What follows belongs to an exercise in optimizing a design on an open flow for small area and a short achievable clock period; a production flow would make more cautious choices.
The RTL was checked by simulation tests, not by an equivalence proof against the original design.
Power and IR drop assume default switching activity.

## flow/design.v (module list and top-level ports; edited modules follow where they fit)
// module mul_fa: 10 lines
// module mul_ha: 9 lines
// module mul32_pipe: 3913 lines
module mul32_pipe (
    input  logic               clk,
    input  logic               rst_n,
    input  logic [31:0]        a,
    input  logic [31:0]        b,
    input  logic               mode,    
    output logic [31:0]        hi,
    output logic [31:0]        lo
);
  // ...
==> flow/run.sh <==
#!/bin/bash
# synth_recipe.tcl (not shown) runs the flow's synth.tcl, then flattens the netlist and writes it again
# the make line also repeats each setting of config.mk as NAME=value (left out here)
make -C /OpenROAD-flow-scripts/flow DESIGN_CONFIG=/design/flow/config.mk WORK_HOME=/design/flow/orfs CLKGATE_MAP_FILE= SYNTH_SCRIPT=/design/flow/synth_recipe.tcl finish
==> flow/config.mk <==
export PLATFORM = sky130hd
export DESIGN_NAME = mul32_pipe
export DESIGN_NICKNAME = mul32_pipe
export VERILOG_FILES = /design/flow/design.v
export SDC_FILE = /design/flow/constraint.sdc
export NUM_CORES = 4
export LEC_CHECK = 0
export ABC_AREA = 1
export CAP_MARGIN = 20
export CORE_MARGIN = 2
export CORE_UTILIZATION = 55
export CTS_CLUSTER_DIAMETER = 80
export CTS_CLUSTER_SIZE = 30
export PLACE_DENSITY = 0.7
export SETUP_SLACK_MARGIN = 4.65
export SLEW_MARGIN = 20
export SYNTH_HIERARCHICAL = 1
==> flow/constraint.sdc <==
create_clock -name core_clock -period 7.0 [get_ports {clk}]
set_input_delay 1.4000 -clock core_clock [delete_from_list [all_inputs] [get_ports {clk}]]
set_output_delay 1.4000 -clock core_clock [all_outputs]
set_load 0.01 [all_outputs]
==> results.py, run 1 <==
metrics = {
    "die": {
        "start_util": 0.555,
        "coreArea_sq_um": 73000,
    },
    "logic_synthesis": {
        "syn_area_sq_um": 40500,
        "synth_top_family_by_area": "adder cells",
        "synth_area_leaders": "dfxtp_1 41%, fa_1 24%, xor2_1 12%, o22ai_1 7.9%, ha_1 3.2%",
        "synth_most_common_cell": "dfxtp_1",
    },
    "run_status": {
        "status": "finished clean",
    },
    "clocking": {
        "cts_setup_buffers": 31,
        "cts_sinks": 826,
    },
    "pwr": {
        "power_clock_mw": 3.02,
        "pwr-share-seq": 0.362,
        "leakage_nw": 19.5,
        "comb-power_mw": 10.6,
        "irDropWorstVdd_v": 0.000253,
        "p_switching_mw": 8.27,
    },
    "job": {
        "max_cap_viol_count": 0,
    },
    "finish": {
        "finalNetCount": 4348,
        "nMultiInputCombCells": 2309,
        "reg.largest.list": "p_q: 320 flops, r2_l1: 306 flops, r3_cs: 115 flops",
        "area_growth_pct": 11.6,
        "multi_input_area_sq_um": 22400,
    },
    "global_routing": {
        "grt_max_degree": 65,
        "grt_usage": 0.270,
    },
    "placed_design": {
        "port_buffers": 130,
        "placed_cell_area_sq_um": 42500,
    },
    "detailed_routing": {
        "met3_length_microns": 11400,
        "ant_nets": 0,
    },
    "critical_path": {
        "reg2regPathDepth": 4,
        "critPathTopFamily": "adder cells",
        "worst_path_max_delay_cell": "fa_2",
        "required_ns": 7.56,
        "path_cells": "fa_1 -> fa_1 -> fa_1 -> fa_2",
    },
    "sta": {
        "setup_viol": 0,
        "tightest_slew_ns": 0.850,
    },
}
==> run 2: changes to the inputs <==
==> flow/flow/run.sh (new file) <==
#!/bin/bash
# Own flow: the standard layout (standard.sh, unchanged synthesis and
# steps), with the port buffers that placement inserts made plain buf_2
# cells instead of the delay-buffer cells buffer_ports picks by default.
# Repair still resizes them where timing needs it.
set -euo pipefail
cd "$(dirname "$0")/.."
export BUFFER_PORTS_ARGS="-buffer_cell sky130_fd_sc_hd__buf_2"
bash standard.sh finish > standard.log 2>&1
==> flow/standard.sh (new file) <==
#!/bin/bash
# synth_recipe.tcl (not shown) runs the flow's synth.tcl, then flattens the netlist and writes it again
# the make line also repeats each setting of config.mk as NAME=value (left out here)
make -C /OpenROAD-flow-scripts/flow DESIGN_CONFIG=/design/flow/config.mk WORK_HOME=/design/flow/orfs CLKGATE_MAP_FILE= SYNTH_SCRIPT=/design/flow/synth_recipe.tcl "${@:-finish}"
--- a/flow/config.mk
+++ b/flow/config.mk
@@ -14,3 +14,3 @@
 export PLACE_DENSITY = 0.7
-export SETUP_SLACK_MARGIN = 4.65
+export SETUP_SLACK_MARGIN = 4.6
 export SLEW_MARGIN = 20
removed: flow/run.sh
==> run 2 against run 1 <==
Area after synthesis is the same. Fmax is 0.11% lower. First-iteration DRC count about the same. Die area stayed put. Setup slack got worse by 0.0028 ns. Total power decreased by 0.28%. Flip-flop and latch count unchanged. Combinational power about the same. Clock-buffer cell count did not move. Largest cell class unchanged.
==> results.py, run 2 <==
metrics = {
    "sta": {
        "layout_setup_ws_ns": 4.51,
        "tightest_slew_ns": 0.778,
        "post-route-min-period_ns": 2.49,
        "timing.final.crit_share": 0.355,
        "skew_ns": 0.0432,
        "hold_viol_final": 0,
        "slew_viol_final": 0,
        "slew_headroom": 0.481,
        "fmax_ghz": 0.402,
        "setup_tns_ns": 0,
        "rsz0062_at_grt": "true",
        "setup_viol": 0,
    },
    "logic_synthesis": {
        "synth-async-reset-ratio": 0,
        "synth_compound_area_frac": 0.0905,
        "syn_area_sq_um": 40500,
        "synth_cell_types": 33,
        "synth_xor_area_frac": 0.123,
        "seq_area_frac_synth": 0.408,
        "synth_top_area_share": 0.408,
        "synthCells": 3666,
        "synthFlopType": "dfxtp_1",
        "ys_ff_latch": 826,
        "syn-num-nets": 4317,
        "synth_commonest_cells": "826 x dfxtp_1, 539 x xor2_1, 512 x o22ai_1",
        "synth_top_area_cell": "dfxtp_1",
        "synth-simple-area-share": 0.0540,
        "synth_area_leaders": "dfxtp_1 41%, fa_1 24%, xor2_1 12%, o22ai_1 7.9%, ha_1 3.2%",
        "synth_top_family_by_area": "adder cells",
        "postSynthAreaPerCell_sq_um": 11.0,
        "muxShareOfSynthArea": 0.00389,
        "synth_edf_count": 0,
        "synth_most_common_cell": "dfxtp_1",
        "synthAdderAreaFrac": 0.269,
        "yosysWarnings": 8,
    },
    "critical_path": {
        "worst_setup_path_end_kind": "output port",
        "cp_max_fo": 1,
        "path_buf_inv": 1,
        "worst_path_max_delay_cell": "dfxtp_2",
        "path_cells": "buf_6",
        "reg2regPathDepth": 4,
        "critPathTopFamily": "flip-flops",
        "critPathMaxStageDelay_ns": 0.34,
        "cp.arrival_ns": 1.09,
        "path_class": "reg2out",
        "startpoint_type": "flip-flop",
        "critical_path_depth": 1,
        "required_ns": 5.60,
    },
    "worst_hold_path": {
        "whs_path_depth": 0,
        "hold_class": "reg2reg",
    },
    "pwr": {
        "fin_total_pwr_mw": 21.2,
        "pwr_density_cell_nw_per_um2": 476,
        "leakage_nw": 19.4,
        "irDropWorstVdd_v": 0.000325,
    },
    "global_routing": {
        "grt_max_degree": 65,
        "grt_pass1_vias": 27900,
        "grt_usage": 0.272,
        "antenna_found_initial": 3,
        "gr-total-overflow": 0,
        "grt_pass1_wl_microns": 158000,
    },
    "clocking": {
        "cts-root-buf": "clkbuf_16",
        "cts_sinks": 826,
        "cts_inserted_buffers": 43,
        "cts_buffer_depth": 3,
        "htreeDepth": 2,
        "insertion_delay_ns": 0.64,
        "hold_buffers": 0,
        "cts_tree": "built",
        "clkTransAtPathRegs_ns": 0.10,
    },
    "detailed_routing": {
        "drt-total-wl_microns": 102000,
        "wl_per_cell_microns": 21.9,
        "dr.first_iter.drc_count": 2968,
        "ant_nets": 0,
        "dr.pass1.iters": 6,
        "routed_via_density": 5.79,
        "drc": 0,
        "routed-via-count": 27100,
    },
    "finish": {
        "postLayoutCoreUtil": 0.611,
        "area_growth_pct": 10.0,
        "reg.largest.list": "p_q: 320 flops, r2_l1: 306 flops, r3_cs: 115 flops",
        "drive_gt1_frac": 0.130,
        "finalNetCount": 4340,
        "layout_commonest_cell": "dfxtp_1",
        "top_register": "p_q",
        "layout_common_cells": "743 x dfxtp_1, 536 x xor2_1, 507 x o22ai_1, 451 x fa_1, 303 x nand2_1",
        "num_antenna_cells": 0,
        "largest_reg_flops": 320,
    },
    "die": {
        "fp-row-count": 99,
        "ioPinCount": 131,
        "coreArea_sq_um": 73000,
        "dieArea_sq_um": 75800,
        "chipHeight_microns": 275,
        "die_w_microns": 275,
        "start_util": 0.555,
    },
    "placed_design": {
        "place_ws_ns": 3.85,
        "dp_hpwl_microns": 64700,
        "routabilityCongestion": 0.882,
        "port_buffers": 130,
    },
    "run_status": {
        "status": "finished clean",
    },
    "job": {
        "max_cap_viol_count": 0,
    },
}
run 2: cell counts after synthesis:
Identical to the previous run, type by type.
run 2: worst paths after layout:
path	from	to	slack [ns]
setup / recovery	p_q[8][55]	hi[23]	4.51
setup reg to reg	r2_l1[140]	r3_cs[57]	4.53
hold / removal	p_q[4][13]	p_q[5][13]	0.32
hold reg to reg	p_q[4][13]	p_q[5][13]	0.32
run 2: stage by stage:
step	instance area, sq um	hold WS (ns)	cells
after floorplan	40500	0.310	3666
after global placement	41800	0.310	4558
after detailed placement	41800	0.312	4558
after CTS	44000	0.330	4660
after global routing	44600	0.325	4671
final	44600	0.324	4671
run 2: repair_timing:
action | 4_1_cts | 5_1_grt
buffers inserted | 28 | 11
pin swaps | 77 | 57
resized for setup | 85 | 139
gates cloned | 6 | 0
setup endpoints to repair | 362 | 246
run 2: power breakdown:
part           internal, mW  switching [mW]  total (mW)
Clock                  1.36            1.73        3.09
Combinational          4.68            5.76        10.4
Sequential             6.92           0.762        7.68
Total                  13.0            8.25        21.2
run 2: cell families after synthesis:
kind of cell,after synthesis
adders and majority gates,584
buffers and inverters,533
muxes,14
DFF,826
AOI/OAI and AO/OA,599
and+or+nand+nor,543
xor gates and xnor gates,567
run 2: routing by layer:
metal / part of all wire / vias up / global-route usage
met5: 0.0018 / - / 0.00501
met4: 0.043 / 8 / 0.115
met3: 0.12 / 340 / 0.0886
met2: 0.44 / 1616 / 0.413
met1: 0.39 / 13200 / 0.358
li1: - / 11900 / -
run 2: per-module statistics from Yosys, one instance, submodules excluded:
| module | times used | cells inside | area (sq um) | flip-flops and latches |
|---|---|---|---|---|
| mul32_pipe | 1 | 3156 | 30500 | 826 |
| mul_fa | 476 | 1 | 20.0 | 0 |
| mul_ha | 34 | 1 | 12.5 | 0 |
run 2: area by class of cell:
| class | instances | area [sq um] |
|---|---|---|
| timing repair buffer | 244 | 1970 |
| clock buffer | 46 | 1140 |
| fill | 5752 | 28400 |
| tap | 959 | 1200 |
| timing repair inverter | 5 | 37.5 |
| sequential | 826 | 16700 |
| multi-input combinational | 2308 | 22100 |
| inverter | 261 | 1020 |
| clock inverter | 22 | 435 |
==> run 3: changes to the inputs <==
--- a/flow/config.mk
+++ b/flow/config.mk
@@ -14,3 +14,3 @@
 export PLACE_DENSITY = 0.7
-export SETUP_SLACK_MARGIN = 4.6
+export SETUP_SLACK_MARGIN = 4.55
 export SLEW_MARGIN = 20
==> run 3 against run 2 <==
Sequential share of layout area increased by 0.27 points. Worst hold slack about the same. Still clean on timing, DRC and antenna. Core utilization decreased by 0.35 points. Clock skew decreased by 0.0024 ns. Clock-buffer cell count increased by 5. Clock power about the same.
==> results.py, run 3 <==
metrics = {
    "run_status": {
        "status": "finished clean",
    },
    "finish": {
        "area_growth_pct": 9.40,
        "fillCellCount": 5735,
        "reg.largest.list": "p_q: 320 flops, r2_l1: 306 flops, r3_cs: 115 flops",
        "drive_gt1_frac": 0.126,
        "layout_common_cells": "732 x dfxtp_1, 536 x xor2_1, 512 x o22ai_1, 468 x fa_1, 303 x nand2_1",
        "largest_reg_flops": 320,
        "layout_commonest_cell": "dfxtp_1",
        "num_antenna_cells": 0,
        "top_register": "p_q",
        "postLayoutCoreUtil": 0.607,
        "finalNetCount": 4333,
    },
    "critical_path": {
        "r2r_slack_ns": 4.52,
        "worst_setup_path_end_kind": "output port",
        "reg2regPathDepth": 4,
        "path_buf_inv": 1,
        "reg2reg_from": "r2_l1[166]",
        "critPathMaxStageDelay_ns": 0.34,
        "required_ns": 5.60,
        "startpoint": "p_q[8][53]",
        "cp.arrival_ns": 1.09,
        "critical_path_depth": 1,
        "path_cells": "buf_6",
        "reg2reg_to": "r3_cs[63]",
        "startpoint_type": "flip-flop",
        "critPathTopFamily": "flip-flops",
        "path_class": "reg2out",
        "cp_max_fo": 1,
        "worst_path_max_delay_cell": "dfxtp_2",
        "endpoint": "hi[21]",
    },
    "clocking": {
        "cts_sinks": 826,
        "cts_inserted_buffers": 43,
        "cts_tree": "built",
        "cts-root-buf": "clkbuf_16",
        "insertion_delay_ns": 0.64,
        "cts_buffer_depth": 3,
        "htreeDepth": 2,
        "clkTransAtPathRegs_ns": 0.11,
    },
    "die": {
        "ioPinCount": 131,
        "fp-row-count": 99,
        "coreArea_sq_um": 73000,
        "dieArea_sq_um": 75800,
        "chipHeight_microns": 275,
        "start_util": 0.555,
        "die_w_microns": 275,
    },
    "sta": {
        "skew_ns": 0.0408,
        "slew_headroom": 0.461,
        "timing.final.crit_share": 0.356,
        "setup_tns_ns": 0,
        "slew_viol_final": 0,
        "hold_viol_final": 0,
        "rsz0062_at_grt": "true",
        "tightest_slew_ns": 0.809,
        "fmax_ghz": 0.401,
        "setup_viol": 0,
        "post-route-min-period_ns": 2.49,
    },
    "detailed_routing": {
        "dr.first_iter.drc_count": 3011,
        "drt-total-wl_microns": 105000,
        "routed_via_density": 5.87,
        "ant_nets": 0,
        "drc": 0,
        "routed-via-count": 27400,
        "dr.pass1.iters": 6,
        "wl_per_cell_microns": 22.5,
    },
    "global_routing": {
        "use_met3": 0.0878,
        "gr-max-usage-layer": "met2",
        "gr-total-overflow": 0,
        "grt_pass1_wl_microns": 162000,
        "grt_pass1_vias": 28300,
        "grt_max_degree": 65,
        "antenna_found_initial": 2,
        "grtUsageMet1": 0.368,
        "grt_use_met2": 0.424,
        "grt_usage": 0.281,
    },
    "placed_design": {
        "port_buffers": 130,
        "routabilityCongestion": 0.898,
        "dp_hpwl_microns": 66100,
    },
    "logic_synthesis": {
        "syn_area_sq_um": 40500,
        "synth_top_family_by_area": "adder cells",
        "synth_commonest_cells": "826 x dfxtp_1, 539 x xor2_1, 512 x o22ai_1",
        "muxShareOfSynthArea": 0.00389,
        "synth_top_area_share": 0.408,
        "synth_edf_count": 0,
        "seq_area_frac_synth": 0.408,
        "postSynthAreaPerCell_sq_um": 11.0,
        "synth_top_area_cell": "dfxtp_1",
        "synth-simple-area-share": 0.0540,
        "synthFlopType": "dfxtp_1",
        "synth_compound_area_frac": 0.0905,
        "yosysWarnings": 8,
        "synth_cell_types": 33,
        "synth_xor_area_frac": 0.123,
        "syn-num-nets": 4317,
        "synthAdderAreaFrac": 0.269,
        "ys_ff_latch": 826,
        "synth-async-reset-ratio": 0,
        "synth_most_common_cell": "dfxtp_1",
        "synth_area_leaders": "dfxtp_1 41%, fa_1 24%, xor2_1 12%, o22ai_1 7.9%, ha_1 3.2%",
        "synthCells": 3666,
    },
    "pwr": {
        "fin_total_pwr_mw": 21.0,
        "leakage_nw": 19.3,
        "irDropWorstVdd_v": 0.000264,
        "pwr_density_cell_nw_per_um2": 473,
    },
    "worst_hold_path": {
        "hold_class": "reg2reg",
        "whs_path_depth": 0,
    },
    "job": {
        "max_cap_viol_count": 0,
    },
}
## run 3: final cells by class
cell class | instances | area, sq um | area share
Clock inverter | 21 | 388 | 0.00876
Tap cell | 959 | 1200 | 0.0271
Inverter | 261 | 1020 | 0.0230
Sequential cell | 826 | 16700 | 0.377
Multi-Input combinational cell | 2308 | 22000 | 0.497
Timing Repair inverter | 5 | 37.5 | 0.000847
Timing Repair Buffer | 237 | 1800 | 0.0406
Clock buffer | 51 | 1180 | 0.0266
## run 3: how the worst min path moves through the flow
stage | start | to | slack (ns)
5_1_grt | p_q[5][11] | p_q[6][11] | 0.33
4_1_cts | p_q[5][7] | p_q[6][7] | 0.33
3_3_place_gp | p_q[5][47] | p_q[6][47] | 0.31
3_5_place_dp | p_q[4][18] | p_q[5][18] | 0.31
2_1_floorplan | p_q[4][0] | p_q[5][0] | 0.31
6_report | p_q[5][59] | p_q[6][59] | 0.32
## run 3: Yosys stat by module, one instance, submodules excluded
module	area, sq um	flip-flops and latches	times used	cells
mul32_pipe	30500	826	1	3156
mul_fa	20.0	0	476	1
mul_ha	12.5	0	34	1
## run 3: what timing repair did
item | 4_1_cts | 5_1_grt
pin swaps | 59 | 41
endpoints found under the setup margin | 343 | 198
gates cloned | 6 | 0
hold buffers | 0 | 0
resized for setup | 89 | 99
setup buffers | 30 | 1
## run 3: report_power, final
part	switching, mW	total (mW)	leakage [nW]	internal (mW)
Combinational	5.57	10.0	11.6	4.48
Clock	1.75	3.11	0.758	1.36
Sequential	0.884	7.81	6.95	6.93
Total	8.20	21.0	19.3	12.8
## run 3: metal layers
metal,up-vias,share of wire
met1,13400,0.39
met2,1699,0.44
met5,-,0.00021
li1,11900,-
met3,372,0.12
met4,4,0.049
## run 3: cells by family (layout without fill, tap and decap cells)
group	Yosys count	after routing
xor gates and xnor gates	567	567
muxes	14	14
adders and majority gates	584	584
buffers and inverters	533	575
DFF	826	826
and+or+nand+nor	543	544
AOI/OAI and AO/OA	599	599
## run 3: stage by stage
| stage | hold slack [ns] | area, sq um | cells | setup slack [ns] |
|---|---|---|---|---|
| after floorplan | 0.310 | 40500 | 3666 | 4.59 |
| after global placement | 0.310 | 41800 | 4559 | 4.08 |
| after detailed placement | 0.312 | 41800 | 4559 | 4.03 |
| after CTS | 0.328 | 44000 | 4667 | 4.48 |
| after global routing | 0.329 | 44300 | 4668 | 4.47 |
| final | 0.325 | 44300 | 4668 | 4.51 |
==> run 4: changes to the inputs <==
--- a/flow/config.mk
+++ b/flow/config.mk
@@ -11,6 +11,6 @@
 export CORE_UTILIZATION = 55
-export CTS_CLUSTER_DIAMETER = 80
-export CTS_CLUSTER_SIZE = 30
+export CTS_CLUSTER_DIAMETER = 70
+export CTS_CLUSTER_SIZE = 36
 export PLACE_DENSITY = 0.7
-export SETUP_SLACK_MARGIN = 4.55
+export SETUP_SLACK_MARGIN = 4.6
 export SLEW_MARGIN = 20
==> run 4 against run 3 <==
First-iteration DRC count fell by 3.7%. Critical path type unchanged. Combinational power rose by 5%. Sequential power fell by 2%. Die area did not move. Synthesized cell count did not move.
==> results.py, run 4 <==
metrics = {
    "global_routing": {
        "antenna_found_initial": 3,
        "grt_max_degree": 65,
        "grt_pass1_wl_microns": 158000,
        "grt_usage": 0.271,
        "gr-total-overflow": 0,
        "grt_pass1_vias": 27900,
    },
    "clocking": {
        "cts_inserted_buffers": 48,
        "clkTransAtPathRegs_ns": 0.12,
        "cts-root-buf": "clkbuf_16",
        "htreeDepth": 2,
        "cts_tree": "built",
        "cts_sinks": 826,
        "insertion_delay_ns": 0.65,
        "cts_buffer_depth": 3,
    },
    "detailed_routing": {
        "routed_via_density": 5.80,
        "wl_per_cell_microns": 21.8,
        "routed-via-count": 27200,
        "dr.pass1.iters": 8,
        "ant_nets": 0,
        "dr.first_iter.drc_count": 2900,
        "drc": 0,
        "drt-total-wl_microns": 103000,
    },
    "sta": {
        "skew_ns": 0.0411,
        "slew_headroom": 0.478,
        "tightest_slew_ns": 0.783,
        "post-route-min-period_ns": 2.51,
        "layout_setup_ws_ns": 4.49,
        "fmax_ghz": 0.399,
        "setup_viol": 0,
        "timing.final.crit_share": 0.358,
        "setup_tns_ns": 0,
        "slew_viol_final": 0,
        "hold_viol_final": 0,
        "rsz0062_at_grt": "true",
    },
    "logic_synthesis": {
        "synth_most_common_cell": "dfxtp_1",
        "synth_top_area_cell": "dfxtp_1",
        "ys_ff_latch": 826,
        "synthFlopType": "dfxtp_1",
        "synth_commonest_cells": "826 x dfxtp_1, 539 x xor2_1, 512 x o22ai_1",
        "seq_area_frac_synth": 0.408,
        "synth_cell_types": 33,
        "synth-async-reset-ratio": 0,
        "synth_area_leaders": "dfxtp_1 41%, fa_1 24%, xor2_1 12%, o22ai_1 7.9%, ha_1 3.2%",
        "yosysWarnings": 8,
        "synth_top_area_share": 0.408,
        "syn-num-nets": 4317,
        "synth_edf_count": 0,
        "postSynthAreaPerCell_sq_um": 11.0,
        "syn_area_sq_um": 40500,
        "synthCells": 3666,
    },
    "critical_path": {
        "worst_setup_path_end_kind": "output port",
        "cp_max_fo": 1,
        "critPathTopFamily": "flip-flops",
        "path_buf_inv": 1,
        "path_cells": "buf_2",
        "required_ns": 5.60,
        "worst_path_max_delay_cell": "dfxtp_1",
        "path_class": "reg2out",
        "startpoint_type": "flip-flop",
        "cp.arrival_ns": 1.11,
        "critPathMaxStageDelay_ns": 0.33,
    },
    "finish": {
        "postLayoutCoreUtil": 0.617,
        "top_register": "p_q",
        "drive_gt1_frac": 0.137,
        "stdcell_count": 4695,
        "area_growth_pct": 11.2,
        "layout_commonest_cell": "dfxtp_1",
        "finalNetCount": 4347,
        "reg.largest.list": "p_q: 320 flops, r2_l1: 306 flops, r3_cs: 115 flops",
        "largest_reg_flops": 320,
        "layout_common_cells": "741 x dfxtp_1, 535 x xor2_1, 508 x o22ai_1, 450 x fa_1, 303 x nand2_1",
    },
    "die": {
        "die_w_microns": 275,
        "dieArea_sq_um": 75800,
        "coreArea_sq_um": 73000,
        "chipHeight_microns": 275,
        "ioPinCount": 131,
        "fp-row-count": 99,
        "start_util": 0.555,
    },
    "run_status": {
        "status": "finished clean",
    },
    "placed_design": {
        "dp_hpwl_microns": 64700,
        "routabilityCongestion": 0.882,
        "dp.cells": 4558,
        "place_ws_ns": 3.85,
        "port_buffers": 130,
    },
    "worst_hold_path": {
        "hold_class": "reg2reg",
    },
    "pwr": {
        "leakage_nw": 19.6,
        "pwr_density_cell_nw_per_um2": 482,
        "irDropWorstVdd_v": 0.000285,
        "fin_total_pwr_mw": 21.7,
    },
    "job": {
        "max_cap_viol_count": 0,
    },
}
## run 4: cell count changes in the layout (fill, tap and decap cells not counted), moves of 9 or more
cell and change:
buf_4 -15, buf_6 +22, clkinv_16 +10, dfxtp_1 +9, fa_1 -18, fa_2 +18
## run 4: routing by layer
layer / global-route usage / part of all wire
met1: 0.356 / 0.39
met5: 0.00501 / 0.0017
met4: 0.116 / 0.043
met3: 0.0920 / 0.12
met2: 0.411 / 0.45
## run 4: cell families (layout without fill, tap and decap cells)
logic type | after synthesis | after routing | synth area share
simple gates | 543 | 544 | 0.0540
xor+xnor | 567 | 567 | 0.123
flops | 826 | 826 | 0.408
compound gates | 599 | 599 | 0.0905
buf+inv | 533 | 601 | 0.0513
other cells | 0 | 1 | 0
mux | 14 | 14 | 0.00389
fa+ha+maj | 584 | 584 | 0.269
## run 4: through the flow
stage / hold slack (ns) / area, sq um
final: 0.318 / 45000
after global routing: 0.315 / 45000
after CTS: 0.319 / 44400
after detailed placement: 0.312 / 41800
after global placement: 0.310 / 41800
after floorplan: 0.310 / 40500
## run 4: cell type report
| class | count | area [sq um] |
|---|---|---|
| antenna | 1 | 2.50 |
| clock buffer | 51 | 1240 |
| clock inverter | 38 | 776 |
| fill | 5697 | 27900 |
| inverter | 261 | 1020 |
| multi-input combinational | 2308 | 22100 |
| sequential | 826 | 16700 |
| tap | 959 | 1200 |
| timing repair buffer | 246 | 1960 |
| timing repair inverter | 5 | 37.5 |
## run 4: worst paths after layout
check / from / endpoint / slack [ns] / cells after the start
worst min-delay path: p_q[4][33] / p_q[5][33] / 0.32 / 0
worst max-delay path: p_q[8][49] / hi[17] / 4.49 / 1
worst min register to register: p_q[4][33] / p_q[5][33] / 0.32 / 0
worst max register to register: r2_l1[155] / r3_cs[59] / 4.51 / 4
## run 4: repair_timing
item / CTS / global route
buffers inserted: 29 / 12
pin swaps: 80 / 49
resized for setup: 92 / 133
hold buffers: 0 / 0
gates cloned: 6 / 0
endpoints found under the setup margin: 363 / 238
## run 4: where the power goes
group | total [mW] | internal (mW) | switching (mW)
clock network | 3.54 | 1.55 | 1.99
logic | 10.5 | 4.70 | 5.78
registers | 7.68 | 6.92 | 0.758
total | 21.7 | 13.2 | 8.53
## run 4: per-module statistics from Yosys, one instance, submodules excluded
| module | cell area, sq um | cells inside | copies in the design |
|---|---|---|---|
| mul_ha | 12.5 | 1 | 34 |
| mul_fa | 20.0 | 1 | 476 |
| mul32_pipe | 30500 | 3156 | 1 |
==> run 5: changes to the inputs <==
--- a/flow/config.mk
+++ b/flow/config.mk
@@ -10,6 +10,6 @@
 export CORE_MARGIN = 2
-export CORE_UTILIZATION = 55
-export CTS_CLUSTER_DIAMETER = 70
-export CTS_CLUSTER_SIZE = 36
-export PLACE_DENSITY = 0.7
+export CORE_UTILIZATION = 50
+export CTS_CLUSTER_DIAMETER = 80
+export CTS_CLUSTER_SIZE = 30
+export PLACE_DENSITY = 0.65
 export SETUP_SLACK_MARGIN = 4.6
==> run 5 against run 4 <==
Wire length grew 4.5%. Clock-buffer cell count is the same. Die area grew 9.9%. Cell area shrank 0.55%. Non-clock buffer count shrank 18. Critical path depth is the same. Area after synthesis is the same. Cell count grew 1.4%. Worst hold slack gained 0.013 ns. Via count shrank 1.0%. Sequential share of layout area grew 0.29 points. Register-to-register slack is essentially flat. Highest routed layer unchanged.
==> results.py, run 5 <==
metrics = {
    "run_status": {
        "status": "finished clean",
    },
    "critical_path": {
        "worst_setup_path_end_kind": "output port",
        "cp_max_fo": 1,
        "critPathMaxStageDelay_ns": 0.34,
        "critPathTopFamily": "flip-flops",
        "worst_path_max_delay_cell": "dfxtp_2",
        "path_class": "reg2out",
        "path_buf_inv": 1,
        "required_ns": 5.60,
        "startpoint_type": "flip-flop",
        "path_cells": "buf_6",
        "cp.arrival_ns": 1.09,
    },
    "logic_synthesis": {
        "synth-simple-area-share": 0.0540,
        "synth_edf_count": 0,
        "yosysWarnings": 8,
        "synth_most_common_cell": "dfxtp_1",
        "synth-async-reset-ratio": 0,
        "synth_top_area_share": 0.408,
        "synth_cell_types": 33,
        "seq_area_frac_synth": 0.408,
        "synth_top_area_cell": "dfxtp_1",
        "synth_xor_area_frac": 0.123,
        "synthAdderAreaFrac": 0.269,
        "syn-num-nets": 4317,
        "synthCells": 3666,
        "synth_top_family_by_area": "adder cells",
        "synth_area_leaders": "dfxtp_1 41%, fa_1 24%, xor2_1 12%, o22ai_1 7.9%, ha_1 3.2%",
        "ys_ff_latch": 826,
        "postSynthAreaPerCell_sq_um": 11.0,
        "synth_compound_area_frac": 0.0905,
        "synth_commonest_cells": "826 x dfxtp_1, 539 x xor2_1, 512 x o22ai_1",
        "synthFlopType": "dfxtp_1",
        "syn_area_sq_um": 40500,
        "muxShareOfSynthArea": 0.00389,
    },
    "clocking": {
        "cts_buffer_depth": 3,
        "cts_sinks": 826,
        "htreeDepth": 2,
        "insertion_delay_ns": 0.64,
        "clkTransAtPathRegs_ns": 0.11,
        "hold_buffers": 0,
        "cts-root-buf": "clkbuf_16",
        "cts_tree": "built",
        "cts_inserted_buffers": 46,
    },
    "sta": {
        "setup_viol": 0,
        "slew_headroom": 0.458,
        "tightest_slew_ns": 0.813,
        "skew_ns": 0.0417,
        "rsz0062_at_grt": "true",
        "fmax_ghz": 0.402,
        "hold_viol_final": 0,
        "timing.final.crit_share": 0.355,
        "slew_viol_final": 0,
        "setup_tns_ns": 0,
        "post-route-min-period_ns": 2.49,
    },
    "detailed_routing": {
        "dr.pass1.iters": 6,
        "drc": 0,
        "routed_via_density": 5.66,
        "dr.first_iter.drc_count": 2823,
        "routed-via-count": 26900,
        "wl_per_cell_microns": 22.5,
        "ant_nets": 0,
        "drt-total-wl_microns": 107000,
    },
    "finish": {
        "fillCellCount": 6844,
        "layout_commonest_cell": "dfxtp_1",
        "area_growth_pct": 10.5,
        "multi_input_area_sq_um": 22100,
        "postLayoutCoreUtil": 0.557,
        "largest_reg_flops": 320,
        "drive_gt1_frac": 0.136,
        "finalNetCount": 4322,
        "reg.largest.list": "p_q: 320 flops, r2_l1: 306 flops, r3_cs: 115 flops",
        "regArea_sq_um": 16700,
        "top_register": "p_q",
        "layout_common_cells": "722 x dfxtp_1, 533 x xor2_1, 505 x o22ai_1, 450 x fa_1, 302 x nand2_1",
    },
    "placed_design": {
        "port_buffers": 130,
        "routabilityCongestion": 0.856,
        "dp_hpwl_microns": 67700,
    },
    "die": {
        "fp-row-count": 104,
        "ioPinCount": 131,
        "coreArea_sq_um": 80400,
        "dieArea_sq_um": 83300,
        "chipHeight_microns": 289,
        "start_util": 0.504,
        "die_w_microns": 289,
    },
    "pwr": {
        "irDropWorstVdd_v": 0.000240,
        "fin_total_pwr_mw": 21.2,
        "leakage_nw": 19.4,
        "pwr_density_cell_nw_per_um2": 473,
    },
    "worst_hold_path": {
        "hold_class": "reg2reg",
    },
    "global_routing": {
        "grt_pass1_vias": 27500,
        "grt_usage": 0.258,
        "grt_pass1_wl_microns": 163000,
        "antenna_found_initial": 1,
        "gr-total-overflow": 0,
        "grt_max_degree": 65,
    },
    "job": {
        "max_cap_viol_count": 0,
    },
}
==> run 5: cell counts after synthesis <==
No cell type changed its count.
==> run 5: cell type report <==
type | instances | area share
diodes | 1 | 0.0000559
well taps | 1060 | 0.0296
clock buffers | 51 | 0.0278
clock inverters | 27 | 0.0107
flip-flops and latches | 826 | 0.373
repair buffers | 228 | 0.0419
inverters | 261 | 0.0225
multi-input cells | 2308 | 0.494
==> run 5: through the flow <==
step / cell area (sq um) / setup WS, ns / cells / hold WS (ns)
finish: 44800 / 4.51 / 4762 / 0.331
global route: 44800 / 4.46 / 4761 / 0.334
CTS: 44200 / 4.47 / 4752 / 0.334
detailed placement: 42000 / 4.00 / 4661 / 0.312
global placement: 42000 / 4.08 / 4661 / 0.310
floorplan: 40500 / 4.63 / 3666 / 0.310
==> run 5: worst register-to-register path, cell delays in order, from the launching register on <==
cell and delay, ns:
dfxtp_2 0.36, fa_1 0.52, fa_2 0.59, fa_2 0.44, fa_2 0.52
==> run 5: what timing repair did <==
action	in CTS	in global routing
buffers inserted	12	8
cloned	1	1
pin swaps	82	47
endpoints found under the setup margin	354	233
resized for setup	132	145
==> run 5: metal layers <==
layer | share of wire | global-route usage | vias to the layer above
met5 | 0.00098 | 0.00852 | -
met2 | 0.44 | 0.390 | 1558
met1 | 0.40 | 0.346 | 13200
li1 | - | - | 11900
met3 | 0.11 | 0.0758 | 344
met4 | 0.048 | 0.111 | 4
==> run 5: per-module statistics from Yosys (local to each module, per instance) <==
module / area [sq um] / flip-flops and latches / times used / cells
mul_ha: 12.5 / 0 / 34 / 1
mul_fa: 20.0 / 0 / 476 / 1
mul32_pipe: 30500 / 826 / 1 / 3156
==> run 5: final timing paths <==
path / start / end / slack, ns / cells past startpoint
setup reg to reg: r2_l1[181] / r3_cs[67] / 4.51 / 4
hold / removal: p_q[4][25] / p_q[5][25] / 0.33 / 0
hold reg to reg: p_q[4][25] / p_q[5][25] / 0.33 / 0
setup / recovery: p_q[8][54] / hi[22] / 4.51 / 1
==> run 5: report_power, final <==
group          switching, mW  internal [mW]
logic                   5.54           4.52
clock network           1.85           1.43
registers              0.890           6.94
total                   8.28           12.9
==> run 5: kinds of logic (layout without fill, tap and decap cells) <==
group	count (synthesis)	in the layout
flip-flops	826	826
AO/OA/AOI/OAI	599	599
adder cells (fa/ha/maj)	584	584
XOR/XNOR	567	567
AND/OR/NAND/NOR	543	544
buffers and inverters	533	567
multiplexers	14	14
other	0	1

separate check: timing with driven ports:
In the flow no input, the clock included, has a driving cell. The finished layouts below were timed again as built, in two steps.
Step 1: set_driving_cell puts a clkbuf_16 on clk and a buf_2 on each other input, an assumption about the parent block.
Step 2 also shifts input and output timing later by t, the mid clock arrival at the registers, as if the neighbouring blocks saw the same clock.
Slacks: no drivers / after step 1 / after step 2; pairs: no drivers / after step 1.
run | t (ns) | setup slack, ns | worst data-port slew with drivers (ns) | cell pins on the clock port's net
run 1 | 0.675 | 4.515 / 4.460 / 4.281 | 0.06 | 1
run 2 | 0.685 | 4.512 / 4.447 / 4.528 | 0.06 | 1
run 3 | 0.694 | 4.508 / 4.437 / 4.472 | 0.07 | 1
run 4 | 0.700 | 4.494 / 4.427 / 4.510 | 0.06 | 1
run 5 | 0.694 | 4.513 / 4.443 / 4.507 | 0.06 | 1
After both steps every run listed still meets setup and hold. For run 1, which loses most, drivers alone change the setup slack by -0.055 ns; drivers and shift together by -0.234 ns.
